Context: an optimization exercise on an open-source flow, tuned for small area and a short achievable clock period. The choices shown serve that exercise and are no tape-out recipe.
At most, simulation tests tie the RTL to the original design; equivalence was not proved.
For runs 1 and 3, only the layout was checked, not whether the RTL still works.
Power figures rest on the tool's default switching activity, not on a simulated workload.

<file path="design/flow/design.v">
package mcdt_dist_pkg;
  localparam int DIST_DW    = 32;
  localparam int DIST_DEPTH = 16;
  localparam int NUM_CH     = 3;
  typedef logic [1:0] ch_id_t;
  localparam ch_id_t ID_BAD = 2'b11;
  function automatic int ptr_width(input int depth);
    ptr_width = $clog2(depth);
  endfunction
  localparam int DIST_PTR_W = ptr_width(DIST_DEPTH);
  localparam int DIST_CNT_W = DIST_PTR_W + 1;
endpackage
module dist_fifo
#(
  parameter  int DW    = mcdt_dist_pkg::DIST_DW,
  parameter  int DEPTH = mcdt_dist_pkg::DIST_DEPTH,
  localparam int PTR_W = mcdt_dist_pkg::ptr_width(DEPTH),
  localparam int CNT_W = PTR_W + 1,
  localparam int BDEP  = DEPTH - 1
) (
  input  logic             clk_i,
  input  logic             rstn_i,
  input  logic             push_i,
  input  logic [DW-1:0]    wdata_i,
  input  logic             pop_i,
  output logic [DW-1:0]    rdata_o,
  output logic             valid_o,
  output logic [CNT_W-1:0] margin_o,
  output logic             full_o
);
  logic [DW-1:0]    head_q;
  logic [DW-1:0]    mem [BDEP];
  logic [BDEP-1:0]  rd_sel;     
  logic [DW-1:0]    rd_word;
  logic [CNT_W-1:0] margin_q;
  logic             valid_q;    
  logic             more_q;     
  logic             two_q;      
  logic             full_q;     
  logic             nfull1_q;   
  logic do_pop, acc, head_en, buf_push, buf_pop;
  logic [CNT_W-1:0] margin_inc, margin_dec;
  always_comb begin
    logic all1, all0;
    all1 = 1'b1;
    all0 = 1'b1;
    for (int i = 0; i < CNT_W; i++) begin
      margin_inc[i] = margin_q[i] ^ all1;
      margin_dec[i] = margin_q[i] ^ all0;
      all1 = all1 & margin_q[i];
      all0 = all0 & !margin_q[i];
    end
  end
  assign do_pop   = pop_i && valid_q;
  assign acc      = push_i && (!full_q || pop_i);
  assign head_en  = !valid_q || pop_i;
  assign buf_push = acc && valid_q && (!pop_i || more_q);
  assign buf_pop  = do_pop && more_q;
  always_comb begin
    rd_word = '0;
    for (int e = 0; e < BDEP; e++)
      rd_word = rd_word | ({DW{rd_sel[e]}} & mem[e]);
  end
  always_ff @(posedge clk_i or negedge rstn_i) begin
    if (!rstn_i) begin
      head_q <= '0;
    end else if (head_en) begin
      if (more_q) head_q <= rd_word;
      else        head_q <= push_i ? wdata_i : '0;
    end
  end
  always_ff @(posedge clk_i or negedge rstn_i) begin
    if (!rstn_i) begin
      rd_sel   <= '0;
      margin_q <= CNT_W'(DEPTH);
      valid_q  <= 1'b0;
      more_q   <= 1'b0;
      two_q    <= 1'b0;
      full_q   <= 1'b0;
      nfull1_q <= 1'b0;
    end else begin
      case ({buf_push, buf_pop})
        2'b10:   rd_sel <= {rd_sel[BDEP-2:0], !more_q};
        2'b01:   rd_sel <= {1'b0, rd_sel[BDEP-1:1]};
        default: ;
      endcase
      case ({acc, do_pop})
        2'b10: begin
          margin_q <= margin_dec;
          valid_q  <= 1'b1;
          more_q   <= valid_q;
          two_q    <= valid_q && !more_q;
          full_q   <= nfull1_q;
          nfull1_q <= (margin_q == CNT_W'(2));
        end
        2'b01: begin
          margin_q <= margin_inc;
          valid_q  <= more_q;
          more_q   <= more_q && !two_q;
          two_q    <= (margin_q == CNT_W'(DEPTH - 3));
          full_q   <= 1'b0;
          nfull1_q <= full_q;
        end
        default: ;
      endcase
    end
  end
  always_ff @(posedge clk_i) begin
    if (buf_push) begin
      mem[0] <= wdata_i;
      for (int e = 1; e < BDEP; e++) mem[e] <= mem[e-1];
    end
  end
  assign rdata_o  = head_q;
  assign valid_o  = valid_q;
  assign margin_o = margin_q;
  assign full_o   = full_q;
endmodule
module mcdt_dist
#(
  parameter  int DW    = mcdt_dist_pkg::DIST_DW,
  parameter  int DEPTH = mcdt_dist_pkg::DIST_DEPTH,
  localparam int CNT_W = mcdt_dist_pkg::ptr_width(DEPTH) + 1
) (
  input  logic             clk_i,
  input  logic             rstn_i,
  input  logic [DW-1:0]    mcdt_data_i,
  input  logic             mcdt_val_i,
  input  logic [1:0]       mcdt_id_i,
  output logic [DW-1:0]    ch0_data_o,
  output logic             ch0_valid_o,
  input  logic             ch0_ready_i,
  output logic [CNT_W-1:0] ch0_margin_o,
  output logic [DW-1:0]    ch1_data_o,
  output logic             ch1_valid_o,
  input  logic             ch1_ready_i,
  output logic [CNT_W-1:0] ch1_margin_o,
  output logic [DW-1:0]    ch2_data_o,
  output logic             ch2_valid_o,
  input  logic             ch2_ready_i,
  output logic [CNT_W-1:0] ch2_margin_o,
  output logic [2:0]       ovf_o,
  output logic             bad_id_o,
  input  logic             err_clr_i
);
  logic [mcdt_dist_pkg::NUM_CH-1:0] ready;
  logic [mcdt_dist_pkg::NUM_CH-1:0] valid;
  logic [mcdt_dist_pkg::NUM_CH-1:0] full;
  logic [mcdt_dist_pkg::NUM_CH-1:0] push_sel;
  logic [mcdt_dist_pkg::NUM_CH-1:0] ovf_set;
  logic [DW-1:0]     data   [mcdt_dist_pkg::NUM_CH];
  logic [CNT_W-1:0]  margin [mcdt_dist_pkg::NUM_CH];
  logic              bad_set;
  assign ready = {ch2_ready_i, ch1_ready_i, ch0_ready_i};
  for (genvar n = 0; n < mcdt_dist_pkg::NUM_CH; n++) begin : g_ch
    assign push_sel[n] = mcdt_val_i && (mcdt_id_i == 2'(n));
    assign ovf_set[n]  = push_sel[n] && full[n] && !(valid[n] && ready[n]);
    dist_fifo #(
      .DW    (DW),
      .DEPTH (DEPTH)
    ) u_fifo (
      .clk_i    (clk_i),
      .rstn_i   (rstn_i),
      .push_i   (push_sel[n]),
      .wdata_i  (mcdt_data_i),
      .pop_i    (ready[n]),
      .rdata_o  (data[n]),
      .valid_o  (valid[n]),
      .margin_o (margin[n]),
      .full_o   (full[n])
    );
  end
  assign bad_set = mcdt_val_i && (mcdt_id_i == mcdt_dist_pkg::ID_BAD);
  always_ff @(posedge clk_i or negedge rstn_i) begin
    if (!rstn_i) begin
      ovf_o    <= '0;
      bad_id_o <= 1'b0;
    end else if (err_clr_i) begin
      ovf_o    <= ovf_set;
      bad_id_o <= bad_set;
    end else begin
      ovf_o    <= ovf_o | ovf_set;
      bad_id_o <= bad_id_o | bad_set;
    end
  end
  assign ch0_data_o   = data[0];
  assign ch0_valid_o  = valid[0];
  assign ch0_margin_o = margin[0];
  assign ch1_data_o   = data[1];
  assign ch1_valid_o  = valid[1];
  assign ch1_margin_o = margin[1];
  assign ch2_data_o   = data[2];
  assign ch2_valid_o  = valid[2];
  assign ch2_margin_o = margin[2];
endmodule
</file>
<file path="design/flow/flow/run.sh">
#!/bin/bash
# Standard ORFS layout, with two changes to how it is made:
#  - port buffers are buf_4 cells instead of the default pick (a delay cell);
#  - the resizer may change a cell's footprint when it sizes it.
# The make output goes to flow_make.log in the work folder.
set -euo pipefail
bash standard.sh MATCH_CELL_FOOTPRINT=0 \
  "BUFFER_PORTS_ARGS=-buffer_cell sky130_fd_sc_hd__buf_4" \
  finish > flow_make.log 2>&1
</file>
<file path="design/flow/standard.sh">
#!/bin/bash
# synth_recipe.tcl (not shown) runs the flow's synth.tcl, then flattens the netlist and writes it again
# the make line also repeats each setting of config.mk as NAME=value (left out here)
make -C /OpenROAD-flow-scripts/flow DESIGN_CONFIG=/design/flow/config.mk WORK_HOME=/design/flow/orfs CLKGATE_MAP_FILE= SYNTH_SCRIPT=/design/flow/synth_recipe.tcl "${@:-finish}"
</file>
<file path="design/flow/config.mk">
export PLATFORM = sky130hd
export DESIGN_NAME = mcdt_dist
export DESIGN_NICKNAME = mcdt_dist
export VERILOG_FILES = /design/flow/design.v
export SDC_FILE = /design/flow/constraint.sdc
export NUM_CORES = 4
export LEC_CHECK = 0
export ABC_CLOCK_PERIOD_IN_PS = 2000
export CAP_MARGIN = 20
export CORE_MARGIN = 2
export CORE_UTILIZATION = 65
export SETUP_SLACK_MARGIN = 2.5
export SLEW_MARGIN = 20
</file>
<file path="design/flow/constraint.sdc">
create_clock -name core_clock -period 4.2 [get_ports {clk_i}]
set_input_delay 0.8400 -clock core_clock [delete_from_list [all_inputs] [get_ports {clk_i}]]
set_output_delay 0.8400 -clock core_clock [all_outputs]
set_load 0.01 [all_outputs]
</file>
==> impl_results.md, run 1 <==
- Status: no timing/DRC/antenna violations
- FF-to-FF path depth: 11
- F_max: 445 MHz
- Crit-path cells: buf_6
- Ys Warns: 5
- Asr flop ratio synth: a little over a tenth
- VDD IR-drop max: roughly 0.52 mV
- HP Class: input port to asynchronous set/reset pin
- Crit path max-delay family: flip-flops
- Finished Layout Cells: 5494
- DRT Pass-1 Iters: 8
- Synth Cell Area: 59500 sq um
- Post-synthesis mux area share: 0.808%
- Synth Area in Compound Gates: 12.4%
- Final max-slew violation count: 0
- FF-to-FF setup slack: 2.12 ns
- Largest family of logic cells by synthesized area: compound AO/OA/AOI/OAI gates
- Rows: 110
- CTS Buffer Depth: 3
- Placed Instances: 4675
- Final hold violations: 0
- Num CTS Buffers: 157
- RSZ-0062 raised after global routing: yes
- Sequential share of the synthesized area: 80.1%
- Syn Nets: approximately 3500
- Multi-input gate area: around 12000 sq um
- Worst Path Arrival: 1.41 ns
- Skew final: 0.0266 ns
- Largest net degree at the start of global routing: about 70
- Measured slew at the worst slew-check pin: 0.869 ns
- Critical Path Start Type: flip-flop
- # clock sinks: 1615
- Die W: about 310 um
- Vias: 40049
- Rel. slew slack: between 40% and 50%
- Final worst path period share: a little over half
- Max stage delay on crit path: 0.55 ns
- GPL Wtd Cong: 0.852
- Post-synthesis adder-cell area fraction: 0.126%
- Fin Setup TNS: 0 ns
- CTS root buffer: clkbuf_16
- Stages on worst setup path: 1
- Layout area overhead: 30.6%
- Fillers: between 3000 and 4000
- CP bufs+invs: 1
- Slowest stage cell, crit path: dfstp_2
- Worst-path fanout max: 2
- Die Area: about 94000 sq um
- Final Critical Period: 2.25 ns
- Post-Synthesis Cells: 3498
- Post-route setup slack: 1.95 ns
- PortBufs: 158
- Post-Synth Simple-Gate Area: 4.53%
- Final Setup Violations: 0
- Post-cts hold buffer count: 0
- Via density: 7.29
- Syn avg cell area: 17.0 sq um
- Clock transition at the registers of the reported paths: 0.06 ns
- DR WL/cell: 35.3 um
- Dpl ws: 1.04 ns
- Synth cell types: 42
- First-pass GRT wire length: 247 mm
- H-tree Lvls: 4
- Clock Latency Late Sink: 0.78 ns
- Post-DRT Antenna Nets: 0
- Most used DFF post-synth: edfxtp_1
- Initial Util: between 60% and 70%
- Dpl hpwl: 86.9 mm
- Die Span Y: 306 um
- Layout cell share with drive strength beyond 1: 30.3%
- Power Dens Cells: 675 nW/um^2
- FF-to-FF End: g_ch[2].u_fifo.rd_sel[11]
- R2R Path Start: g_ch[2].u_fifo.valid_q
- Number of enable flip-flop cells after synthesis: about 1400
- Leakage: 0.0272 uW
- Vias in the first global route: 37747
- Initial detailed-routing violation count: 6009
- Global-route usage over all layers: 36.2%
- Final Net Count: 4222
- Post-Route WL: 194 mm
- Crit. End Element: output pin
- Required time of the worst setup path: around 3.4 ns
- Core area: approximately 90000 sq um
- Kind of critical path: flip-flop to output pin
- Max Cap Violations: 0
- GRT overflow: 0
- Antenna violations before repair: 9
- Seq. cell area: 47800 sq um
- CTS tree: yes
- Yosys reg bits: 1615
- Power Total: 52400 uW
- DRC Markers: 0
- # IOs: 159
- Synth Area in XOR/XNOR: less than 1%
cell usage in the layout, fill, tap and decap left out, drive strengths merged, types with 33 or more instances in the layout:
master  count
o21ai      75
nand4      49
a21oi     109
buf       652
dfrtp     172
nor2       63
clkinv     50
a22oi     288
o31ai      35
nor4       33
nand3      39
and3       67
a221oi    195
nand2     294
edfxtp   1440
a22o      238
clkbuf    338
mux2i      39
state kept, by name (all words and copies together), names as in the netlist, 15 cells and up:
register,flops
g_ch.u_fifo.rd_sel,45
g_ch.u_fifo.head_q,96
g_ch.u_fifo.margin_q,15
g_ch.u_fifo.mem,1440
cell usage after synthesis, drive strengths merged, types with 3 or more instances:
master / instances / area, sq um
a21oi: 109 / 546
a221oi: 195 / 1710
a22o: 238 / 2080
a22oi: 288 / 2160
a41o: 18 / 180
and3: 67 / 419
buf: 26 / 141
clkbuf: 229 / 860
dfrtp: 172 / 4300
dfstp: 3 / 78.8
edfxtp: 1440 / 43200
ha: 6 / 75.1
inv: 16 / 60.1
mux2: 8 / 90.1
mux2i: 39 / 390
nand2: 294 / 1100
nand2b: 10 / 62.6
nand3: 39 / 195
nand4: 49 / 307
nor2: 60 / 230
nor2b: 4 / 25.0
nor3b: 7 / 57.6
nor4: 33 / 206
o2111ai: 3 / 26.3
o21ai: 75 / 375
o22ai: 3 / 18.8
o31ai: 35 / 263
or3: 3 / 18.8
or4: 3 / 30.0
xnor2: 4 / 35.0
xor2: 14 / 123
cell type report:
| type | instances | area share [%] |
|---|---|---|
| clock buffers | 220 | 5.83 |
| clock inverters | 75 | 1.08 |
| diodes | 7 | 0.0225 |
| repair buffers | 770 | 13.9 |
| multi-input cells | 1615 | 15.6 |
| well taps | 1176 | 1.89 |
| flip-flops and latches | 1615 | 61.6 |
| inverters | 16 | 0.101 |
kinds of logic (layout without fill, tap and decap cells):
kind of cell               Yosys count  after routing
DFF                               1615           1615
muxes                               47             47
AOI/OAI and AO/OA                  966            966
adders and majority gates            6              6
xor gates and xnor gates            18             18
buffers and inverters              271           1081
other                                0              7
and+or+nand+nor                    575            578
routing by layer:
layer / global-route usage, % / wire (um) / vias to the layer above
met4: 16.9 / 12700 / 10
met2: 55.3 / 88400 / 3539
met5: 0 / 66 / -
met3: 10.0 / 28000 / 803
li1: - / - / 15643
met1: 49.1 / 64500 / 20054
how the worst max path moves through the flow:
stage / end / startpoint / slack (ns)
floorplan: g_ch[2].u_fifo.mem[0][0] / mcdt_id_i[1] / -4.77
global placement: g_ch[0].u_fifo.mem[14][16] / mcdt_id_i[1] / 1.11
detailed placement: g_ch[0].u_fifo.mem[0][30] / mcdt_id_i[1] / 1.04
CTS: ch1_margin_o[4] / g_ch[1].u_fifo.margin_q[4] / 1.92
global route: ch1_margin_o[4] / g_ch[1].u_fifo.margin_q[4] / 1.92
finish: ch1_margin_o[4] / g_ch[1].u_fifo.margin_q[4] / 1.95
power breakdown:
group          switching (uW)  internal, uW  total, uW
Combinational            9320          7390      16700
Clock                    6180          8650      14800
Sequential               1420         19500      20900
stage by stage:
stage	hold slack (ns)	utilization (%)	area, sq um
floorplan	0.427	-	59600
global placement	0.428	68.9	62200
CTS	0.116	80.5	72700
detailed placement	0.434	68.9	62200
global route	0.133	86.0	77700
finish	0.103	86.0	77700
what timing repair did:
action	CTS	global route
pin swaps	26	69
gates cloned	84	115
setup buffers	210	108
setup endpoints to repair	1723	1526
gates resized for setup	439	466
==> run 2: changes to the inputs <==
--- a/design/flow/design.v
+++ b/design/flow/design.v
@@ -38,7 +38,7 @@
   logic             two_q;      
   logic             full_q;     
   logic             nfull1_q;   
-  logic do_pop, acc, head_en, buf_push, buf_pop;
+  logic do_pop, acc, head_en, buf_push, buf_pop, ld_beat;
   logic [CNT_W-1:0] margin_inc, margin_dec;
   always_comb begin
     logic all1, all0;
@@ -61,12 +61,12 @@
     for (int e = 0; e < BDEP; e++)
       rd_word = rd_word | ({DW{rd_sel[e]}} & mem[e]);
   end
+  assign ld_beat = push_i && !more_q;
   always_ff @(posedge clk_i or negedge rstn_i) begin
     if (!rstn_i) begin
       head_q <= '0;
     end else if (head_en) begin
-      if (more_q) head_q <= rd_word;
-      else        head_q <= push_i ? wdata_i : '0;
+      head_q <= rd_word | (wdata_i & {DW{ld_beat}});
     end
   end
   always_ff @(posedge clk_i or negedge rstn_i) begin
==> design/flow/config.mk (replaced) <==
export PLATFORM = sky130hd
export DESIGN_NAME = mcdt_dist
export DESIGN_NICKNAME = mcdt_dist
export VERILOG_FILES = /design/flow/design.v
export SDC_FILE = /design/flow/constraint.sdc
export NUM_CORES = 4
export LEC_CHECK = 0
export CAP_MARGIN = 20
export CORE_MARGIN = 2
export CORE_UTILIZATION = 65
export SETUP_SLACK_MARGIN = 1.9
export SLEW_MARGIN = 20
==> run 2 against run 1 <==
Effect of this change: still clean on timing, DRC and antenna; register-to-register slack got worse by 0.19 ns; cell count is 12% lower; clock power fell by 3%; sequential power increased by 2%; area after synthesis shrank 1.4%; worst setup slack worse by 0.017 ns; core utilization fell by 11 points; wire length is 22% lower; largest power group unchanged.
==> impl_results.md, run 2 <==
- Rows: 110 (unchanged)
- GPL Wtd Cong: 0.838 (-1.6%)
- Power Total: 45700 uW (-13%)
- H-tree Lvls: 4 (unchanged)
- Yosys top cell by area: edfxtp_1
- Dpl hpwl: 84.3 mm (-3.0%)
- Max reg flops: 1440 (unchanged)
- Crit path top cell by count: buf_12
- DRC Markers: 0 (unchanged)
- Initial Util: 65.3% (-0.52 points)
- Initial detailed-routing violation count: 4658 (-22%)
- Combinational share of power: 21.9% (-10 points)
- Global-route usage over all layers: 32.8% (-3.4 points)
- Die Span Y: 304 um (-0.69%)
- Commonest non-fill, non-tap cell in the layout: edfxtp_1
- Seq. cell area: 47600 sq um (-0.38%)
- Die Area: 92600 sq um (-1.4%)
- Internal Pwr Total: 32100 uW (-9.7%)
- Fillers: 5242 (+41%)
- Final Critical Period: 2.27 ns (+0.0168 ns)
- Top flop regs: g_ch.u_fifo.mem: 1440 flops, g_ch.u_fifo.head_q: 96 flops, g_ch.u_fifo.rd_sel: 45 flops
- Top cell type's share of synthesized area: 73.7% (+1.0 points)
- Top sig layer: met4
- Synth Area in Compound Gates: 11.6% (-0.81 points)
- Post-layout util: 74.7% (-11 points)
- Dpl ws: 1.01 ns (-0.0295 ns)
- First-pass GRT wire length: 223 mm (-9.6%)
- Routed wl met2: 70.6 mm (-20%)
- Antenna violations before repair: 2 (-7)
- Num CTS Buffers: 158 (+0.64%)
- Post-route setup slack: 1.93 ns (-0.0168 ns)
- Largest net degree at the start of global routing: 90 (+25%)
- CTS Buffer Depth: 3 (unchanged)
- Ys Warns: 5 (unchanged)
- CTS root buffer: clkbuf_16
- Yosys reg bits: 1615 (unchanged)
- Die W: 304 um (-0.69%)
- Largest family of logic cells by synthesized area: compound AO/OA/AOI/OAI gates
- M1 WL: 59.4 mm (-8.0%)
- Syn avg cell area: 17.8 sq um (+4.7%)
- Max Cap Violations: 0 (unchanged)
- Max stage delay on crit path: 0.45 ns (-0.10 ns)
- Clock Latency Late Sink: 0.76 ns (-0.02 ns)
- CP bufs+invs: 4 (+3)
- Asr flop ratio synth: 10.8% (unchanged)
- Fin Setup TNS: 0 ns (unchanged)
- Via density: 7.07 (-3.0%)
- Final Setup Violations: 0 (unchanged)
- Kind of critical path: flip-flop to flip-flop
- Post-synthesis mux area share: 0.777% (-0.031 points)
- Worst Path Arrival: 2.68 ns (+1.27 ns)
- RSZ-0062 raised after global routing: yes
- DRT Pass-1 Iters: 5 (-3)
- Most frequent cells in the layout: 1440 x edfxtp_1, 288 x a22oi_1, 245 x nand2_1, 239 x buf_4
- Crit path max-delay family: buffers and inverters
- Leakage: 0.0219 uW (-19%)
- Final Net Count: 3538 (-16%)
- Core area: 89700 sq um (-0.61%)
- Crit-path cells: inv_1 -> nand2_1 -> nand3_2 -> clkinvlp_4 -> buf_12 -> buf_12
- Clock transition at the registers of the reported paths: 0.07 ns (about the same)
- Final max-slew violation count: 0 (unchanged)
- Post-Route WL: 151 mm (-22%)
- HP Class: input port to asynchronous set/reset pin
- Crit. End Element: flip-flop
- Rel. slew slack: 24.4% (-18 points)
- Sequential share of the synthesized area: 81.2% (+1.1 points)
- Post-synth top cells: 1440 x edfxtp_1, 288 x a22oi_1, 248 x nand2_1, 211 x clkbuf_1
- Post-DRT Antenna Nets: 0 (unchanged)
- Register share of total power: 46.6% (+6.8 points)
- Synth area leaders: edfxtp_1 74%, dfrtp_1 7.3%, a22oi_1 3.7%
- # clock sinks: 1615 (unchanged)
- Final worst path period share: 54.0% (+0.40 points)
- Synth cell types: 41 (-2.4%)
- Number of enable flip-flop cells after synthesis: 1440 (unchanged)
- Multi-input gate area: 10100 sq um (-17%)
- Synth Area in XOR/XNOR: 0.269% (+0.0038 points)
- Worst-path fanout max: 72 (+70)
- Biggest register: g_ch.u_fifo.mem
- F_max: 441 MHz (-0.74%)
- Slowest stage cell, crit path: dfrtp_1
- Final hold violations: 0 (unchanged)
- Clock power frac: 31.6% (+3.3 points)
- Layout area overhead: 14.3%
- Most used DFF post-synth: edfxtp_1
- Post-Synthesis Cells: 3295 (-5.8%)
- Critical Path Start Type: flip-flop
- # IOs: 159 (unchanged)
- Syn Nets: 3342 (-5.7%)
- Synth Cell Area: 58600 sq um (-1.4%)
- Switching share of power: 29.9% (-2.4 points)
- Power Dens Cells: 683 nW/um^2 (+1.1%)
- CTS tree: yes
- Most frequent cell after synthesis: edfxtp_1
- VDD IR-drop max: 0.446 mV (-15%)
- Psw: 13700 uW (-19%)
- Met3 WL: 16.2 mm (-42%)
- PortBufs: 158 (unchanged)
- Post-synthesis adder-cell area fraction: 0.128% (+0.0018 points)
- Required time of the worst setup path: 4.61 ns (+1.25 ns)
- Status: no timing/DRC/antenna violations
- DR WL/cell: 31.5 um (-11%)
- Vias in the first global route: 33918 (-10%)
- Vias: 33997 (-15%)
- Post-Synth Simple-Gate Area: 4.29% (-0.24 points)
- GRT overflow: 0 (unchanged)
- Skew final: 0.0206 ns (-0.00605 ns)
- Layout cell share with drive strength beyond 1: 15.2% (-15 points)
- Measured slew at the worst slew-check pin: 1.13 ns (+0.265 ns)
[run 2: what timing repair did]
action	CTS	global route
setup endpoints to repair	633	209
hold buffers	0	0
pin swaps	0	0
cloned	2	0
buffers inserted	4	9
resized for setup	7	6
[run 2: metal layers]
metal	vias to the layer above	GRT usage, %
li1	14037	-
met2	2121	49.9
met5	-	0
met4	0	11.1
met1	17534	47.8
met3	305	7.58
[run 2: cell families after synthesis]
| group | Yosys count |
|---|---|
| flops | 1615 |
| compound gates | 849 |
| simple gates | 501 |
| buf+inv | 261 |
| mux | 45 |
| xor+xnor | 18 |
| fa+ha+maj | 6 |
[run 2: final timing paths]
| path | startpoint | end | slack [ns] | cells after the start |
|---|---|---|---|---|
| max | g_ch[1].u_fifo.more_q | g_ch[1].u_fifo.mem[14][8] | 1.93 | 6 |
| min | rstn_i | g_ch[0].u_fifo.margin_q[3] | 0.04 | 1 |
| max reg2reg | g_ch[1].u_fifo.more_q | g_ch[1].u_fifo.mem[14][8] | 1.93 | 6 |
| min reg2reg | g_ch[1].u_fifo.mem[9][5] | g_ch[1].u_fifo.mem[10][5] | 0.44 | 0 |
| max in group asynchronous | rstn_i | g_ch[0].u_fifo.rd_sel[8] | 3.26 | 2 |
| min in group core_clock | err_clr_i | bad_id_o | 0.33 | 2 |
[run 2: power groups by stage]
stage / registers (uW) / clock network [uW] / logic, uW
CTS: 21300 / 14600 / 9880
detailed placement: 21600 / 0 / 9770
global placement: 21500 / 0 / 9580
floorplan: 21000 / 0 / 6180
global route: 21400 / 15200 / 10700
finish: 21300 / 14400 / 10000
[run 2: layout make-up]
class,instances,area share (%)
Clock inverter,76,1.18
Multi-Input combinational cell,1419,15.0
Antenna cell,6,0.0224
Tap cell,1176,2.20
Timing Repair Buffer,269,3.56
Timing Repair inverter,2,0.0149
Clock buffer,219,6.74
Sequential cell,1615,71.1
Inverter,26,0.162
[run 2: metrics by stage]
| stage | instance area, sq um | hold WS, ns | std cells |
|---|---|---|---|
| 4_1_cts | 66900 | 0.0489 | 4793 |
| 3_3_place_gp | 61500 | 0.429 | 4492 |
| 6_report | 67000 | 0.0377 | 4808 |
| 2_1_floorplan | 58700 | 0.426 | 3295 |
| 3_5_place_dp | 61500 | 0.433 | 4492 |
| 5_1_grt | 67000 | 0.0863 | 4802 |
==> run 3: changes to the inputs <==
--- a/design/flow/design.v
+++ b/design/flow/design.v
@@ -32,29 +32,30 @@
   logic [DW-1:0]    mem [BDEP];
   logic [BDEP-1:0]  rd_sel;     
   logic [DW-1:0]    rd_word;
-  logic [CNT_W-1:0] margin_q;
+  logic [PTR_W-1:0] mlo_q;      
   logic             valid_q;    
+  logic             empty_q;    
   logic             more_q;     
   logic             two_q;      
   logic             full_q;     
   logic             nfull1_q;   
   logic do_pop, acc, head_en, buf_push, buf_pop, ld_beat;
-  logic [CNT_W-1:0] margin_inc, margin_dec;
+  logic [PTR_W-1:0] mlo_inc, mlo_dec;
   always_comb begin
     logic all1, all0;
     all1 = 1'b1;
     all0 = 1'b1;
-    for (int i = 0; i < CNT_W; i++) begin
-      margin_inc[i] = margin_q[i] ^ all1;
-      margin_dec[i] = margin_q[i] ^ all0;
-      all1 = all1 & margin_q[i];
-      all0 = all0 & !margin_q[i];
+    for (int i = 0; i < PTR_W; i++) begin
+      mlo_inc[i] = mlo_q[i] ^ all1;
+      mlo_dec[i] = mlo_q[i] ^ all0;
+      all1 = all1 & mlo_q[i];
+      all0 = all0 & !mlo_q[i];
     end
   end
-  assign do_pop   = pop_i && valid_q;
+  assign do_pop   = pop_i && !empty_q;
   assign acc      = push_i && (!full_q || pop_i);
-  assign head_en  = !valid_q || pop_i;
-  assign buf_push = acc && valid_q && (!pop_i || more_q);
+  assign head_en  = empty_q || pop_i;
+  assign buf_push = acc && !empty_q && (!pop_i || more_q);
   assign buf_pop  = do_pop && more_q;
   always_comb begin
     rd_word = '0;
@@ -72,8 +73,9 @@
   always_ff @(posedge clk_i or negedge rstn_i) begin
     if (!rstn_i) begin
       rd_sel   <= '0;
-      margin_q <= CNT_W'(DEPTH);
+      mlo_q    <= '0;
       valid_q  <= 1'b0;
+      empty_q  <= 1'b1;
       more_q   <= 1'b0;
       two_q    <= 1'b0;
       full_q   <= 1'b0;
@@ -86,18 +88,20 @@
       endcase
       case ({acc, do_pop})
         2'b10: begin
-          margin_q <= margin_dec;
+          mlo_q    <= mlo_dec;
           valid_q  <= 1'b1;
-          more_q   <= valid_q;
-          two_q    <= valid_q && !more_q;
+          empty_q  <= 1'b0;
+          more_q   <= !empty_q;
+          two_q    <= !empty_q && !more_q;
           full_q   <= nfull1_q;
-          nfull1_q <= (margin_q == CNT_W'(2));
+          nfull1_q <= (mlo_q == PTR_W'(2));
         end
         2'b01: begin
-          margin_q <= margin_inc;
+          mlo_q    <= mlo_inc;
           valid_q  <= more_q;
+          empty_q  <= !more_q;
           more_q   <= more_q && !two_q;
-          two_q    <= (margin_q == CNT_W'(DEPTH - 3));
+          two_q    <= (mlo_q == PTR_W'(DEPTH - 3));
           full_q   <= 1'b0;
           nfull1_q <= full_q;
         end
@@ -113,7 +117,7 @@
   end
   assign rdata_o  = head_q;
   assign valid_o  = valid_q;
-  assign margin_o = margin_q;
+  assign margin_o = {!valid_q, mlo_q};
   assign full_o   = full_q;
 endmodule
 module mcdt_dist
@@ -154,7 +158,7 @@
   assign ready = {ch2_ready_i, ch1_ready_i, ch0_ready_i};
   for (genvar n = 0; n < mcdt_dist_pkg::NUM_CH; n++) begin : g_ch
     assign push_sel[n] = mcdt_val_i && (mcdt_id_i == 2'(n));
-    assign ovf_set[n]  = push_sel[n] && full[n] && !(valid[n] && ready[n]);
+    assign ovf_set[n]  = push_sel[n] && full[n] && !ready[n];
     dist_fifo #(
       .DW    (DW),
       .DEPTH (DEPTH)
==> run 3 against run 2 <==
Effect of this change: area after synthesis increased by 0.62%; via count fell by 0.72%; final area fell by 0.20%; core utilization is 0.38 points lower; critical path depth rose by 1; sequential power hardly changed; combinational power is 4% higher; die area rose by 0.61%; synthesized cell count shrank 0.33%; non-clock buffer count fell by 4; cell count is 0.60% lower; worst hold slack better by 0.044 ns.
==> impl_results.md, run 3 <==
- Status: no timing/DRC/antenna violations
- Skew final: 0.0280 ns (+0.00747 ns)
- CTS root buffer: clkbuf_16
- Multi-input gate area: 10200 sq um (+1.2%)
- Most frequent cell after synthesis: edfxtp_1
- Num CTS Buffers: 157 (-0.63%)
- First-pass GRT wire length: 220 mm (-1.2%)
- Leakage: 0.0219 uW (about the same)
- Final max-slew violation count: 0 (unchanged)
- Max stage delay on crit path: 0.51 ns (+0.06 ns)
- Biggest register: g_ch.u_fifo.mem
- Measured slew at the worst slew-check pin: 1.12 ns (-0.00849 ns)
- Final Critical Period: 2.34 ns (+0.0694 ns)
- Crit-path cells: buf_4 -> or3b_4 -> nand2b_4 -> a211o_1 -> clkinvlp_4 -> buf_4 -> buf_16
- Slowest stage cell, crit path: or3b_4
- Post-layout util: 74.3% (-0.38 points)
- Crit path max-delay family: buffers and inverters
- DRT Pass-1 Iters: 5 (unchanged)
- Final Setup Violations: 0 (unchanged)
- Required time of the worst setup path: 4.60 ns (about the same)
- Vias in the first global route: 33417 (-1.5%)
- Top cell type's share of synthesized area: 73.3% (-0.45 points)
- Rel. slew slack: 25.0% (+0.57 points)
- CTS Buffer Depth: 3 (unchanged)
- Worst Path Arrival: 2.74 ns (+0.06 ns)
- HP Class: input port to asynchronous set/reset pin
- Via density: 7.06 (-0.12%)
- Vias: 33753 (-0.72%)
- Met1 Usage GRT: 47.0% (-0.80 points)
- Synth Cell Area: 59000 sq um (+0.62%)
- # clock sinks: 1615 (unchanged)
- Final worst path period share: 55.6% (+1.7 points)
- Clock transition at the registers of the reported paths: 0.06 ns (about the same)
- Die Span Y: 305 um (+0.31%)
- Met3 Use GR: 7.58% (about the same)
- Max reg flops: 1440 (unchanged)
- Crit path top cell by count: buf_4
- Kind of critical path: input port to flip-flop
- Seq. cell area: 47600 sq um (about the same)
- Dpl hpwl: 84.6 mm (+0.33%)
- Routing usage on met2: 49.0% (-0.94 points)
- DR WL/cell: 31.6 um (+0.44%)
- Top flop regs: g_ch.u_fifo.mem: 1440 flops, g_ch.u_fifo.head_q: 96 flops, g_ch.u_fifo.rd_sel: 45 flops
- Final Net Count: 3520 (-0.51%)
- Rows: 110 (unchanged)
- Die Area: 93200 sq um (+0.61%)
- Yosys top cell by area: edfxtp_1
- GPL Wtd Cong: 0.843 (+0.62%)
- # IOs: 159 (unchanged)
- Global-route usage over all layers: 32.4% (-0.43 points)
- RSZ-0062 raised after global routing: yes
- Most frequent cells in the layout: 1440 x edfxtp_1, 293 x a22oi_1, 234 x buf_4, 225 x nand2_1, 181 x a22o_1
- Worst-path fanout max: 75 (+4.2%)
- Ys Warns: 5 (unchanged)
- Yosys reg bits: 1615 (unchanged)
- Power Dens Cells: 683 nW/um^2 (about the same)
- Layout cell share with drive strength beyond 1: 15.1% (-0.14 points)
- Antenna violations before repair: 4 (+2)
- Synth area leaders: edfxtp_1 73%, dfrtp_1 7.3%, a22oi_1 3.7%
- H-tree Lvls: 4 (unchanged)
- F_max: 428 MHz (-3.0%)
- Synth cell types: 53 (+29%)
- Post-Route WL: 151 mm (-0.16%)
- Post-synth top cells: 1440 x edfxtp_1, 293 x a22oi_1, 225 x nand2_1, 181 x a22o_1, 173 x a221oi_1
- Commonest non-fill, non-tap cell in the layout: edfxtp_1
- GRT busiest layer: met2
- Core area: 90000 sq um (+0.31%)
- Crit. End Element: flip-flop
- Post-Synthesis Cells: 3284 (-0.33%)
- Layout area overhead: 13.3%
- Sequential share of the synthesized area: 80.7% (-0.50 points)
- Clock Latency Late Sink: 0.76 ns (about the same)
- DRC Markers: 0 (unchanged)
- Critical Path Start Type: input port
- CP bufs+invs: 4 (unchanged)
- Final hold violations: 0 (unchanged)
- Syn Nets: 3331 (-0.33%)
- GRT overflow: 0 (unchanged)
- Fillers: 5386 (+2.7%)
- Largest net degree at the start of global routing: 151 (+68%)
- Syn avg cell area: 18.0 sq um (+0.96%)
- Post-DRT Antenna Nets: 0 (unchanged)
- Post-cts hold buffer count: 0 (unchanged)
- PortBufs: 158 (unchanged)
- Fin Setup TNS: 0 ns (unchanged)
- Number of enable flip-flop cells after synthesis: 1440 (unchanged)
- Asr flop ratio synth: 10.8% (unchanged)
- CTS tree: yes
- VDD IR-drop max: 0.524 mV (+17%)
- Most used DFF post-synth: edfxtp_1
- Initial detailed-routing violation count: 4556 (-2.2%)
- Die W: 305 um (+0.31%)
- Max Cap Violations: 0 (unchanged)
- Initial Util: 65.6% (+0.20 points)
run 3: cell count changes after synthesis, moves of 21 or more:
cell,change
clkbuf_1,-60
nand4_1,-37
buf_2,+33
o22a_1,-32
and2_1,+30
o32a_1,+27
nand2_1,-23
a221oi_1,-22
nand3_1,+21
run 3: worst paths after layout:
path	cells after the start	end	slack, ns	start
worst min register to register	0	g_ch[0].u_fifo.mem[9][21]	0.44	g_ch[0].u_fifo.mem[8][21]
worst max register to register	4	g_ch[0].u_fifo.head_q[31]	1.95	g_ch[0].u_fifo.rd_sel[3]
worst max-delay path	7	g_ch[0].u_fifo.mem[11][12]	1.86	mcdt_id_i[0]
max in group asynchronous	2	g_ch[0].u_fifo.head_q[21]	3.08	rstn_i
min in group core_clock	2	ovf_o[1]	0.36	mcdt_id_i[1]
worst min-delay path	1	g_ch[2].u_fifo.head_q[3]	0.08	rstn_i
run 3: kinds of logic (layout without fill, tap and decap cells):
logic type      count (synthesis)  after routing  synth area share, %
compound gates                858            858                 11.9
xor+xnor                       15             15                0.223
fa+ha+maj                       6              6                0.127
buf+inv                       255            570                 2.07
flops                        1615           1615                 80.7
mux                            42             42                0.715
other cells                     0              4                    0
simple gates                  493            493                 4.24
run 3: routing by layer:
metal | up-vias | part of all wire (%)
met4 | 0 | 3.0
met5 | - | 0
met1 | 17399 | 39
met2 | 2101 | 47
met3 | 272 | 11
li1 | 13981 | -
run 3: cell type report:
class,count,area share [%]
diodes,4,0.0150
clock buffers,230,6.82
clock inverters,55,0.756
inverters,19,0.123
multi-input cells,1414,15.2
flip-flops and latches,1615,71.2
well taps,1176,2.20
repair buffers,265,3.59
repair inverters,1,0.00748
run 3: worst reg2reg max path: stages, from the launching register on:
cell and delay (ns):
dfrtp_1 0.79, buf_4 0.50, a221oi_1 0.36, nand4_1 0.15, o32a_1 0.34
run 3: report_power, final:
part | internal (uW) | switching [uW] | total [uW]
Sequential | 19300 | 2110 | 21400
Combinational | 4360 | 6000 | 10400
Clock | 8070 | 5860 | 13900
Total | 31700 | 14000 | 45700
run 3: what timing repair did:
action | 4_1_cts | 5_1_grt
buffers inserted | 3 | 6
gates cloned | 3 | 3
setup endpoints to repair | 610 | 575
resized for setup | 13 | 11
hold endpoints to repair | 0 | 0
run 3: through the flow:
step                cell area, sq um  setup WS [ns]  power [uW]  instances  hold slack [ns]
finish                         66900           1.86       45700       4779           0.0819
detailed placement             61500          0.938       31800       4475            0.432
global placement               61500          0.992       31600       4475            0.428
CTS                            66700           1.84       45700       4766           0.0810
global route                   66900           1.87       47300       4775            0.104
floorplan                      59000          -4.73       27600       3284            0.426
==> run 4: changes to the inputs <==
--- a/design/flow/design.v
+++ b/design/flow/design.v
@@ -39,6 +39,7 @@
   logic             two_q;      
   logic             full_q;     
   logic             nfull1_q;   
+  logic             mid_q;      
   logic do_pop, acc, head_en, buf_push, buf_pop, ld_beat;
   logic [PTR_W-1:0] mlo_inc, mlo_dec;
   always_comb begin
@@ -55,7 +56,7 @@
   assign do_pop   = pop_i && !empty_q;
   assign acc      = push_i && (!full_q || pop_i);
   assign head_en  = empty_q || pop_i;
-  assign buf_push = acc && !empty_q && (!pop_i || more_q);
+  assign buf_push = push_i && (pop_i ? more_q : mid_q);
   assign buf_pop  = do_pop && more_q;
   always_comb begin
     rd_word = '0;
@@ -80,6 +81,7 @@
       two_q    <= 1'b0;
       full_q   <= 1'b0;
       nfull1_q <= 1'b0;
+      mid_q    <= 1'b0;
     end else begin
       case ({buf_push, buf_pop})
         2'b10:   rd_sel <= {rd_sel[BDEP-2:0], !more_q};
@@ -95,6 +97,7 @@
           two_q    <= !empty_q && !more_q;
           full_q   <= nfull1_q;
           nfull1_q <= (mlo_q == PTR_W'(2));
+          mid_q    <= !nfull1_q;
         end
         2'b01: begin
           mlo_q    <= mlo_inc;
@@ -104,6 +107,7 @@
           two_q    <= (mlo_q == PTR_W'(DEPTH - 3));
           full_q   <= 1'b0;
           nfull1_q <= full_q;
+          mid_q    <= more_q;
         end
         default: ;
       endcase
--- a/design/flow/config.mk
+++ b/design/flow/config.mk
@@ -7,6 +7,8 @@
 export LEC_CHECK = 0
 export CAP_MARGIN = 20
 export CORE_MARGIN = 2
-export CORE_UTILIZATION = 65
-export SETUP_SLACK_MARGIN = 1.9
+export CORE_UTILIZATION = 75
+export CTS_CLUSTER_DIAMETER = 80
+export CTS_CLUSTER_SIZE = 30
+export SETUP_SLACK_MARGIN = 2.1
 export SLEW_MARGIN = 20
==> run 4 against run 3 <==
Effect of this change: power decreased by 13%; area after synthesis increased by 0.82%; sequential power about the same; global-route usage increased by 3.4 points; clock-buffer cell count decreased by 121; largest power group unchanged; highest routed layer is now met5.
==> impl_results.md, run 4 <==
- Most frequent cells in the layout: 1440 x edfxtp_1, 295 x a22oi_1, 234 x buf_4, 210 x nand2_1, 180 x a22o_1
- Initial Util: 75.6% (+10 points)
- M1 WL: 53.0 mm (-9.0%)
- Measured slew at the worst slew-check pin: 1.02 ns (-0.105 ns)
- RSZ-0062 raised after global routing: yes
- Top sig layer: met5
- Switching share of power: 32.0% (+1.4 points)
- Layout cell share with drive strength beyond 1: 15.5% (+0.42 points)
- Register share of total power: 53.1% (+6.3 points)
- GPL Wtd Cong: 0.852 (+1.1%)
- Post-synth top cells: 1440 x edfxtp_1, 295 x a22oi_1, 212 x nand2_1, 180 x a22o_1, 175 x dfrtp_1
- Initial detailed-routing violation count: 4644 (+1.9%)
- CTS tree: yes
- Status: no timing/DRC/antenna violations
- F_max: 451 MHz (+5.3%)
- Post-synthesis adder-cell area fraction: 0.126% (-0.0010 points)
- Post-Synth Simple-Gate Area: 4.39% (+0.14 points)
- Dpl hpwl: 83.4 mm (-1.4%)
- Die Area: 81600 sq um (-12%)
- Final worst path period share: 52.8% (-2.8 points)
- Critical Path Start Type: flip-flop
- Vias in the first global route: 33949 (+1.6%)
- Commonest non-fill, non-tap cell in the layout: edfxtp_1
- Crit. End Element: output pin
- Via density: 7.39 (+4.7%)
- Max reg flops: 1440 (unchanged)
- Post-Route WL: 148 mm (-2.1%)
- Post-DRT Antenna Nets: 0 (unchanged)
- Largest net degree at the start of global routing: 186 (+23%)
- Vias: 34158 (+1.2%)
- DRC Markers: 0 (unchanged)
- Final Critical Period: 2.22 ns (-0.117 ns)
- Met3 WL: 18.7 mm (+8.3%)
- Dpl ws: 0.778 ns (-0.160 ns)
- Num CTS Buffers: 60 (-62%)
- Die W: 286 um (-6.4%)
- Most frequent cell after synthesis: edfxtp_1
- CTS root buffer: clkbuf_16
- Final hold violations: 0 (unchanged)
- Post-route setup slack: 1.98 ns (+0.117 ns)
- VDD IR-drop max: 0.548 mV (+4.7%)
- Combinational share of power: 28.4% (+5.7 points)
- DR WL/cell: 32.0 um (+1.2%)
- Largest family of logic cells by synthesized area: compound AO/OA/AOI/OAI gates
- CTS Buffer Depth: 3 (unchanged)
- PortBufs: 158 (unchanged)
- # IOs: 159 (unchanged)
- Internal Pwr Total: 27100 uW (-15%)
- Clock transition at the registers of the reported paths: 0.11 ns (+0.05 ns)
- Fin Setup TNS: 0 ns (unchanged)
- Worst setup startpoint: g_ch[2].u_fifo.valid_q
- Top cell type's share of synthesized area: 72.7% (-0.60 points)
- First-pass GRT wire length: 215 mm (-2.6%)
- GRT overflow: 0 (unchanged)
- Biggest register: g_ch.u_fifo.mem
- Post-synthesis mux area share: 0.763% (+0.049 points)
- HP Class: input port to asynchronous set/reset pin
- Yosys top cell by area: edfxtp_1
- Global-route usage over all layers: 35.8% (+3.4 points)
- Skew final: 0.0324 ns (+0.00438 ns)
- Synth Area in Compound Gates: 12.1% (+0.15 points)
- Syn Nets: 3365 (+1.0%)
- R2R Path Start: g_ch[0].u_fifo.valid_q
- Leakage: 0.0211 uW (-3.7%)
- Ys Warns: 5 (unchanged)
- Antenna violations before repair: 4 (unchanged)
- Syn avg cell area: 17.9 sq um (-0.21%)
- Core area: 78700 sq um (-13%)
- Number of enable flip-flop cells after synthesis: 1440 (unchanged)
- # clock sinks: 1618 (+0.19%)
- Top flop regs: g_ch.u_fifo.mem: 1440 flops, g_ch.u_fifo.head_q: 96 flops, g_ch.u_fifo.rd_sel: 45 flops
- Worst Path Arrival: 1.38 ns (-1.36 ns)
- Final Setup Violations: 0 (unchanged)
- Layout area overhead: 9.22%
- Power Dens Cells: 614 nW/um^2 (-10%)
- Synth cell types: 53 (unchanged)
- Asr flop ratio synth: 11.0% (+0.17 points)
- Psw: 12800 uW (-8.6%)
- Die Span Y: 286 um (-6.4%)
- Power Total: 39900 uW (-13%)
- Clock power frac: 18.5% (-12 points)
- Final max-slew violation count: 0 (unchanged)
- Synth Cell Area: 59500 sq um (+0.82%)
- H-tree Lvls: 2 (-2)
- Rel. slew slack: 32.0% (+7.0 points)
- Worst-path fanout max: 2 (-97%)
- Max Cap Violations: 0 (unchanged)
- Post-Synthesis Cells: 3318 (+1.0%)
- Most used DFF post-synth: edfxtp_1
- DRT Pass-1 Iters: 8 (+3)
- Routed wl met2: 69.9 mm (-1.5%)
- Required time of the worst setup path: 3.36 ns (-1.24 ns)
- Final Net Count: 3556 (+1.0%)
- Sequential share of the synthesized area: 80.2% (-0.53 points)
- Rows: 103 (-6.4%)
- Kind of critical path: flip-flop to output pin
- Synth Area in XOR/XNOR: 0.221% (-0.0018 points)
- Clock Latency Late Sink: 0.69 ns (-0.07 ns)
- Yosys reg bits: 1618 (+0.19%)
- Synth area leaders: edfxtp_1 73%, dfrtp_1 7.4%, a22oi_1 3.7%
-- run 4: what timing repair did --
item | CTS | global route
hold buffers | 0 | 0
setup buffers | 85 | 34
pin swaps | 0 | 1
gates cloned | 2 | 1
resized for setup | 119 | 48
endpoints found under the setup margin | 1006 | 349
-- run 4: final timing paths --
check,end,slack (ns),cells after the start
setup / recovery,ch2_valid_o,1.98,2
setup reg to reg,g_ch[0].u_fifo.valid_q,2.04,15
hold reg to reg,g_ch[2].u_fifo.mem[10][3],0.44,0
min in group core_clock,g_ch[2].u_fifo.mem[10][3],0.44,0
hold / removal,g_ch[2].u_fifo.head_q[2],0.21,1
max in group asynchronous,g_ch[0].u_fifo.rd_sel[11],2.88,2
-- run 4: metal layers --
layer | GRT usage [%] | vias up
met1 | 51.4 | 17368
li1 | - | 13988
met2 | 55.2 | 2466
met3 | 7.71 | 334
met5 | 0 | -
met4 | 14.5 | 2
-- run 4: final cells by class --
class,instances,area [sq um]
Sequential cell,1618,47800
Fill cell,3766,13800
Multi-Input combinational cell,1441,10500
Timing Repair Buffer,369,3520
Clock buffer,109,1720
Tap cell,1050,1310
Inverter,19,82.6
Clock inverter,3,40.0
Antenna cell,12,30.0
-- run 4: per-stage QoR --
stage               instance area, sq um  hold slack (ns)  instances  utilization (%)
finish                             65000            0.212       4621             82.5
detailed placement                 61700            0.434       4375             78.3
floorplan                          59500            0.426       3318                -
CTS                                64500            0.248       4574             81.9
global route                       64900            0.254       4609             82.5
global placement                   61700            0.428       4375             78.3
-- run 4: power groups by stage --
stage	Clock, uW	Combinational, uW	Sequential (uW)
final	7390	11300	21200
after detailed placement	0	9830	21500
after global placement	0	9520	21500
after CTS	7420	10700	21200
after floorplan	0	6800	20700
after global routing	7910	12000	21300
-- run 4: cell families after synthesis --
kind of cell               after synthesis
AOI/OAI and AO/OA                      858
and+or+nand+nor                        517
adders and majority gates                6
buffers and inverters                  259
muxes                                   45
xor gates and xnor gates                15
DFF                                   1618
-- run 4: critical path: stages (launching register included) --
cell and delay (ns):
dfrtp_1 0.44, buf_6 0.14, buf_6 0.11
==> run 5: changes to the inputs <==
--- a/design/flow/config.mk
+++ b/design/flow/config.mk
@@ -7,8 +7,8 @@
 export LEC_CHECK = 0
 export CAP_MARGIN = 20
 export CORE_MARGIN = 2
-export CORE_UTILIZATION = 75
+export CORE_UTILIZATION = 65
 export CTS_CLUSTER_DIAMETER = 80
 export CTS_CLUSTER_SIZE = 30
-export SETUP_SLACK_MARGIN = 2.1
+export SETUP_SLACK_MARGIN = 2.0
 export SLEW_MARGIN = 20
==> run 5 against run 4 <==
Effect of this change: still clean on timing, DRC and antenna; final area is 1.2% lower; sequential share of layout area is 0.85 points higher; core utilization is 11 points lower; clock skew is 0.0031 ns lower; power is 1.6% lower; register-to-register slack hardly changed; critical path type unchanged.
==> impl_results.md, run 5 <==
- Number of enable flip-flop cells after synthesis: 1440 (unchanged)
- Ys Warns: 5 (unchanged)
- Final hold violations: 0 (unchanged)
- Stages on worst setup path: 1 (-1)
- Post-Route WL: 149 mm (+0.97%)
- Post-synth top cells: 1440 x edfxtp_1, 295 x a22oi_1, 212 x nand2_1, 180 x a22o_1, 175 x dfrtp_1
- Vias in the first global route: 33062 (-2.6%)
- FF-to-FF path depth: 4 (-11)
- # clock sinks: 1618 (unchanged)
- CP bufs+invs: 1 (-1)
- Syn avg cell area: 17.9 sq um (unchanged)
- Rel. slew slack: 17.4% (-15 points)
- Slowest stage cell, crit path: dfrtp_2
- Most frequent cell after synthesis: edfxtp_1
- Clock power frac: 19.5% (+1.0 points)
- DR WL/cell: 32.0 um (about the same)
- Power Total: 39300 uW (-1.6%)
- Sequential share of the synthesized area: 80.2% (unchanged)
- Worst-path fanout max: 2 (unchanged)
- Top flop regs: g_ch.u_fifo.mem: 1440 flops, g_ch.u_fifo.head_q: 96 flops, g_ch.u_fifo.rd_sel: 45 flops
- Most used DFF post-synth: edfxtp_1
- # IOs: 159 (unchanged)
- Dpl hpwl: 85.9 mm (+3.1%)
- Measured slew at the worst slew-check pin: 1.24 ns (+0.219 ns)
- PortBufs: 158 (unchanged)
- Asr flop ratio synth: 11.0% (unchanged)
- Combinational share of power: 26.1% (-2.3 points)
- Yosys top cell by area: edfxtp_1
- RSZ-0062 raised after global routing: yes
- Commonest non-fill, non-tap cell in the layout: edfxtp_1
- Post-layout util: 71.0% (-11 points)
- Top cell type's share of synthesized area: 72.7% (unchanged)
- Cell Area, Placed: 61900 sq um (+0.47%)
- Via density: 7.15 (-3.3%)
- CTS root buffer: clkbuf_16
- Critical Path Start Type: flip-flop
- Synth area leaders: edfxtp_1 73%, dfrtp_1 7.4%, a22oi_1 3.7%
- CTS Buffer Depth: 3 (unchanged)
- Vias: 33359 (-2.3%)
- Final worst path period share: 52.6% (-0.17 points)
- Finished Layout Cells: 4665 (+0.95%)
- Power Dens Cells: 611 nW/um^2 (-0.41%)
- Synth cell types: 53 (unchanged)
- Register share of total power: 54.5% (+1.4 points)
- Synth Cell Area: 59500 sq um (unchanged)
- Global-route usage over all layers: 31.6% (-4.2 points)
- Final Critical Period: 2.21 ns (-0.00710 ns)
- Die Span Y: 307 um (+7.3%)
- Biggest register: g_ch.u_fifo.mem
- Max stage delay on crit path: 0.49 ns (+0.05 ns)
- Final Net Count: 3481 (-2.1%)
- Crit-path cells: buf_6
- Syn Nets: 3365 (unchanged)
- Clock Latency Late Sink: 0.74 ns (+0.05 ns)
- Skew final: 0.0293 ns (-0.00309 ns)
- F_max: 452 MHz (+0.32%)
- Antenna violations before repair: 8 (+4)
- Layout area overhead: 7.96%
- Max reg flops: 1440 (unchanged)
- Kind of critical path: flip-flop to output pin
- VDD IR-drop max: 0.470 mV (-14%)
- Status: no timing/DRC/antenna violations
- HP Class: input port to asynchronous set/reset pin
- Core area: 90400 sq um (+15%)
- H-tree Lvls: 2 (unchanged)
- First-pass GRT wire length: 218 mm (+1.5%)
- DRC Markers: 0 (unchanged)
- Fin area: 64200 sq um (-1.2%)
- Layout cell share with drive strength beyond 1: 13.7% (-1.7 points)
- Largest net degree at the start of global routing: 133 (-28%)
- Die Area: 94000 sq um (+15%)
- Max Cap Violations: 0 (unchanged)
- Psw: 12700 uW (-0.79%)
- GRT overflow: 0 (unchanged)
- Final Setup Violations: 0 (unchanged)
- Fin Setup TNS: 0 ns (unchanged)
- GPL Wtd Cong: 0.837 (-1.8%)
- Initial Util: 65.8% (-9.8 points)
- Crit path max-delay family: flip-flops
- Initial detailed-routing violation count: 4296 (-7.5%)
- DRT Pass-1 Iters: 6 (-2)
- Most frequent cells in the layout: 1440 x edfxtp_1, 295 x a22oi_1, 247 x buf_4, 210 x nand2_1, 180 x a22o_1
- Crit. End Element: output pin
- Required time of the worst setup path: 3.36 ns (about the same)
- CTS tree: yes
- Yosys reg bits: 1618 (unchanged)
- Switching share of power: 32.3% (+0.25 points)
- Die W: 307 um (+7.3%)
- Rows: 110 (+6.8%)
- Post-Synthesis Cells: 3318 (unchanged)
- Num CTS Buffers: 61 (+1.7%)
- Worst Path Arrival: 1.37 ns (about the same)
- Final max-slew violation count: 0 (unchanged)
- Placed Instances: 4510 (+3.1%)
- FF-to-FF setup slack: 2.03 ns (about the same)
- Post-DRT Antenna Nets: 0 (unchanged)
- Internal Pwr Total: 26600 uW (-1.9%)
- Leakage: 0.0207 uW (-2.0%)
- Clock transition at the registers of the reported paths: 0.11 ns (about the same)
==> run 5: area by class of cell <==
| class | count | area, sq um |
|---|---|---|
| diodes | 5 | 12.5 |
| clock buffers | 104 | 1770 |
| clock inverters | 9 | 75.1 |
| fillers | 5691 | 26200 |
| inverters | 19 | 82.6 |
| multi-input cells | 1441 | 10500 |
| flip-flops and latches | 1618 | 47800 |
| well taps | 1176 | 1470 |
| repair buffers | 293 | 2580 |
==> run 5: logic make-up (layout without fill, tap and decap cells) <==
kind of cell,count (synthesis),after routing,share of synthesized area [%]
multiplexers,45,45,0.763
AO/OA/AOI/OAI,858,858,12.1
XOR/XNOR,15,15,0.221
AND/OR/NAND/NOR,517,517,4.39
other,0,5,0
flip-flops,1618,1618,80.2
adder cells (fa/ha/maj),6,6,0.126
buffers and inverters,259,425,2.26
==> run 5: path summary, 6_finish.rpt <==
check | start | to
max | g_ch[2].u_fifo.head_q[18] | ch2_data_o[18]
min | rstn_i | g_ch[2].u_fifo.head_q[4]
max reg2reg | g_ch[2].u_fifo.rd_sel[6] | g_ch[2].u_fifo.head_q[17]
min reg2reg | g_ch[2].u_fifo.mem[1][29] | g_ch[2].u_fifo.mem[2][29]
max in group asynchronous | rstn_i | g_ch[2].u_fifo.head_q[23]
min in group core_clock | err_clr_i | ovf_o[1]
==> run 5: through the flow <==
step / hold WS (ns) / setup WS, ns
2_1_floorplan: 0.426 / -4.62
4_1_cts: 0.152 / 1.96
5_1_grt: 0.178 / 1.95
3_3_place_gp: 0.428 / 0.967
3_5_place_dp: 0.433 / 0.922
6_report: 0.152 / 1.99
==> run 5: timing repair <==
action                                  CTS  global route
cloned                                    0             0
endpoints found under the setup margin  567           259
endpoints found under the hold margin     0             0
hold buffers                              0             0
buffers inserted                         15            22
gates resized for setup                  54            12
==> run 5: layer usage <==
layer	track usage, %	up-vias	wire (um)
met4	9.07	0	4170
li1	-	13810	-
met1	46.1	17378	57500
met2	49.7	1929	71300
met5	0	-	0
met3	6.13	242	16300
==> run 5: power by group through the flow <==
stage               Sequential (uW)  Clock, uW  Combinational, uW
finish                        21400       7640              10200
global route                  21500       8220              11000
CTS                           21300       7740              10100
detailed placement            21700          0               9860
global placement              21600          0               9650
floorplan                     20700          0               6800
==> run 6: changes to the inputs <==
==> design/flow/flow/run.sh (replaced) <==
#!/bin/bash
# Standard ORFS layout, with two changes to how it is made:
#  - port buffers are buf_2 cells instead of the default pick (a delay cell);
#  - the resizer may change a cell's footprint when it sizes it.
# The make output goes to flow_make.log in the work folder.
set -euo pipefail
bash standard.sh MATCH_CELL_FOOTPRINT=0 \
  "BUFFER_PORTS_ARGS=-buffer_cell sky130_fd_sc_hd__buf_2" \
  finish > flow_make.log 2>&1
--- a/design/flow/config.mk
+++ b/design/flow/config.mk
@@ -7,7 +7,7 @@
 export LEC_CHECK = 0
 export CAP_MARGIN = 20
 export CORE_MARGIN = 2
-export CORE_UTILIZATION = 65
+export CORE_UTILIZATION = 75
 export CTS_CLUSTER_DIAMETER = 80
 export CTS_CLUSTER_SIZE = 30
 export SETUP_SLACK_MARGIN = 2.0
==> run 6 against run 5 <==
Effect of this change: fmax rose by 0.80%; cell count fell by 3.2%; core utilization grew 9.5 points; sequential power hardly changed; register-to-register slack about the same; worst hold slack improved by 0.036 ns; die area down 13%; synthesized cell count did not move; via count increased by 1.3%; clock power decreased by 3%; largest cell class unchanged; highest routed layer unchanged.
==> impl_results.md, run 6 <==
- Final Critical Period: 2.19 ns (-0.0176 ns)
- Worst-path fanout max: 2 (unchanged)
- Antenna violations before repair: 13 (+5)
- Clock power frac: 19.2% (-0.3 points)
- HP Class: input port to asynchronous set/reset pin
- Die W: 286 um (-6.8%)
- Register share of total power: 55.0% (+0.5 points)
- DRC Markers: 0 (unchanged)
- PortBufs: 158 (unchanged)
- # clock sinks: 1618 (unchanged)
- Final Setup Violations: 0 (unchanged)
- Final hold violations: 0 (unchanged)
- Fin area: 63400 sq um (-1.3%)
- Fillers: 4036 (-29%)
- Post-layout util: 80.5% (+9.5 points)
- FF-to-FF setup slack: 2.04 ns (about the same)
- Ys Warns: 5 (unchanged)
- Asr flop ratio synth: 11.0% (unchanged)
- Synth cell types: 53 (unchanged)
- CTS root buffer: clkbuf_16
- Most frequent cells in the layout: 1440 x edfxtp_1, 295 x a22oi_1, 210 x nand2_1, 180 x a22o_1, 155 x buf_2
- Syn Nets: 3365 (unchanged)
- Post-Synth Simple-Gate Area: 4.39% (unchanged)
- Crit path max-delay family: flip-flops
- Rows: 103 (-6.4%)
- Clock Latency Late Sink: 0.69 ns (-0.05 ns)
- Dpl ws: 0.894 ns (-0.0277 ns)
- Via density: 7.48 (+4.6%)
- Rel. slew slack: 24.8% (+7.4 points)
- Slowest stage cell, crit path: dfrtp_1
- Most used DFF post-synth: edfxtp_1
- VDD IR-drop max: 0.505 mV (+7.5%)
- Synth Cell Area: 59500 sq um (unchanged)
- Final worst path period share: 52.2% (-0.42 points)
- F_max: 456 MHz (+0.80%)
- RSZ-0062 raised after global routing: yes
- Die Area: 81600 sq um (-13%)
- Skew final: 0.0235 ns (-0.00584 ns)
- Finished Layout Cells: 4518 (-3.2%)
- R2R Path Start: g_ch[1].u_fifo.rd_sel[14]
- CP bufs+invs: 1 (unchanged)
- Status: no timing/DRC/antenna violations
- Internal Pwr Total: 26100 uW (-1.8%)
- Top cell type's share of synthesized area: 72.7% (unchanged)
- Psw: 12500 uW (-1.2%)
- Final max-slew violation count: 0 (unchanged)
- Largest family of logic cells by synthesized area: compound AO/OA/AOI/OAI gates
- Post-cts hold buffer count: 0 (unchanged)
- Core area: 78700 sq um (-13%)
- Fin Setup TNS: 0 ns (unchanged)
- Yosys top cell by area: edfxtp_1
- Switching share of power: 32.4% (+0.15 points)
- Kind of critical path: flip-flop to output pin
- Dpl hpwl: 85.2 mm (-0.91%)
- Clock transition at the registers of the reported paths: 0.11 ns (about the same)
- Vias in the first global route: 33339 (+0.84%)
- Commonest non-fill, non-tap cell in the layout: edfxtp_1
- Layout area overhead: 6.55%
- First-pass GRT wire length: 213 mm (-2.5%)
- Initial Util: 75.6% (+9.8 points)
- Placed Instances: 4380 (-2.9%)
- Combinational share of power: 25.7% (-0.4 points)
- GPL Wtd Cong: 0.860 (+2.8%)
- Measured slew at the worst slew-check pin: 1.13 ns (-0.110 ns)
- Num CTS Buffers: 60 (-1.6%)
- Leakage: 0.0203 uW (-1.6%)
- FF-to-FF path depth: 5 (+1)
- Final Net Count: 3459 (-0.63%)
- GRT overflow: 0 (unchanged)
- Initial detailed-routing violation count: 4814 (+12%)
- CTS tree: yes
- # IOs: 159 (unchanged)
- Sequential share of the synthesized area: 80.2% (unchanged)
- Post-synth top cells: 1440 x edfxtp_1, 295 x a22oi_1, 212 x nand2_1, 180 x a22o_1, 175 x dfrtp_1
- Max Cap Violations: 0 (unchanged)
- Max reg flops: 1440 (unchanged)
- DR WL/cell: 32.2 um (+0.71%)
- Max stage delay on crit path: 0.47 ns (-0.02 ns)
- Post-synthesis adder-cell area fraction: 0.126% (unchanged)
- Critical Path Start Type: flip-flop
- Synth Area in Compound Gates: 12.1% (unchanged)
- Most frequent cell after synthesis: edfxtp_1
- Top flop regs: g_ch.u_fifo.mem: 1440 flops, g_ch.u_fifo.head_q: 96 flops, g_ch.u_fifo.rd_sel: 45 flops
- FF-to-FF End: g_ch[1].u_fifo.head_q[15]
- H-tree Lvls: 2 (unchanged)
- Number of enable flip-flop cells after synthesis: 1440 (unchanged)
- Layout cell share with drive strength beyond 1: 12.7% (-1.1 points)
- Biggest register: g_ch.u_fifo.mem
- Worst Path Arrival: 1.35 ns (-0.02 ns)
- Post-Route WL: 146 mm (-2.5%)
- DRT Pass-1 Iters: 6 (unchanged)
- Die Span Y: 286 um (-6.8%)
- Post-DRT Antenna Nets: 0 (unchanged)
- Post-route setup slack: 2.01 ns (+0.0176 ns)
- Global-route usage over all layers: 35.6% (+4.0 points)
- Synth area leaders: edfxtp_1 73%, dfrtp_1 7.4%, a22oi_1 3.7%
- Crit-path cells: buf_4
- Yosys reg bits: 1618 (unchanged)
- Syn avg cell area: 17.9 sq um (unchanged)
- Vias: 33779 (+1.3%)
- Required time of the worst setup path: 3.36 ns (about the same)
- Largest net degree at the start of global routing: 135 (+1.5%)
- Post-synthesis mux area share: 0.763% (unchanged)
- Cell Area, Placed: 61300 sq um (-1.0%)
- Power Dens Cells: 610 nW/um^2 (-0.30%)
- Post-Synthesis Cells: 3318 (unchanged)
- Crit. End Element: output pin
- CTS Buffer Depth: 3 (unchanged)
- Synth Area in XOR/XNOR: 0.221% (unchanged)
run 6: cell counts after synthesis:
No cell type changed its count.
run 6: logic make-up after synthesis:
logic type	count (synthesis)
flip-flops	1618
multiplexers	45
AND/OR/NAND/NOR	517
XOR/XNOR	15
adder cells (fa/ha/maj)	6
AO/OA/AOI/OAI	858
buffers and inverters	259
run 6: final cells by class:
type | instances | area [sq um] | area share, %
multi-input cells | 1441 | 10500 | 16.5
inverters | 19 | 82.6 | 0.130
diodes | 7 | 17.5 | 0.0276
repair buffers | 269 | 1960 | 3.10
flip-flops and latches | 1618 | 47700 | 75.3
repair inverters | 3 | 15.0 | 0.0237
well taps | 1050 | 1310 | 2.07
clock inverters | 4 | 60.1 | 0.0948
clock buffers | 107 | 1710 | 2.70
run 6: worst reg2reg max path: stages (launching register included):
cell and delay [ns]:
dfrtp_1 0.62, buf_4 0.40, a22o_1 0.26, a221oi_1 0.25, nand4_1 0.16, o32a_1 0.37
run 6: metal layers:
metal  global-route usage [%]  part of all wire (%)  routed length [um]  vias to the layer above
li1                         -                     -                   -                    13790
met1                     52.0                    36               52300                    17099
met2                     55.0                    47               68300                     2531
met3                     6.70                    13               19000                      359
met4                     13.5                   4.1                6030                        0
met5                        0                     0                   0                        -
run 6: timing repair:
action                                  in CTS  in global routing
gates cloned                                 2                  1
endpoints found under the setup margin     777                552
buffers inserted                             9                  8
resized for setup                           29                 19
run 6: worst max path at each step:
stage / from / to / cells past startpoint
finish: ovf_o[1] / ovf_o[1] / 1
global route: g_ch[1].u_fifo.valid_q / ch1_margin_o[4] / 2
CTS: g_ch[1].u_fifo.head_q[31] / ch1_data_o[31] / 1
detailed placement: mcdt_id_i[1] / g_ch[1].u_fifo.mem[4][11] / 5
global placement: mcdt_id_i[1] / g_ch[1].u_fifo.mem[11][15] / 5
floorplan: ch2_ready_i / g_ch[2].u_fifo.mem[0][0] / 3
run 6: stage by stage:
stage	hold WS [ns]	total power, uW
after global routing	0.206	39900
after detailed placement	0.434	31200
after global placement	0.430	30700
final	0.188	38600
after CTS	0.208	38400
after floorplan	0.426	27500
run 6: power groups by stage:
| stage | logic [uW] | clock network (uW) | registers, uW |
|---|---|---|---|
| floorplan | 6800 | 0 | 20700 |
| global placement | 9230 | 0 | 21500 |
| detailed placement | 9600 | 0 | 21600 |
| CTS | 9700 | 7480 | 21200 |
| global route | 10600 | 7990 | 21400 |
| finish | 9950 | 7440 | 21300 |

afterwards: timing with drivers on the ports:
No port has a modelled driver above. Below, the same layouts with a new extraction and two added sets of constraints. Step 1: set_driving_cell puts a clkbuf_16 on clk_i and a buf_2 on each other input, an assumption about the parent block. Step 2 times the ports against the registers' clock, not the clock port: input delays grow and output delays shrink by t, the midpoint of the rising clock arrivals with the driver on. a / b / c = no drivers / after step 1 / after step 2; a / b = the first two.
run	t (ns)	setup WS [ns]	clock arrival spread, ns	slew at the worst register clock pin (ns)
run 1	0.836	1.951 / 1.876 / 1.298	0.030 / 0.030	0.07 / 0.07
run 2	0.821	1.934 / 1.868 / 1.286	0.022 / 0.022	0.07 / 0.07
run 3	0.819	1.864 / 1.872 / 1.084	0.028 / 0.029	0.07 / 0.07
run 4	0.747	1.982 / 1.907 / 1.410	0.036 / 0.036	0.12 / 0.12
run 5	0.792	1.989 / 1.918 / 1.342	0.035 / 0.035	0.12 / 0.12
run 6	0.747	2.007 / 1.940 / 1.386	0.031 / 0.032	0.12 / 0.12
After both steps every run listed still meets setup and hold. The setup slack of run 3, which loses most, moves by +0.008 ns with the drivers and by -0.780 ns with both steps.
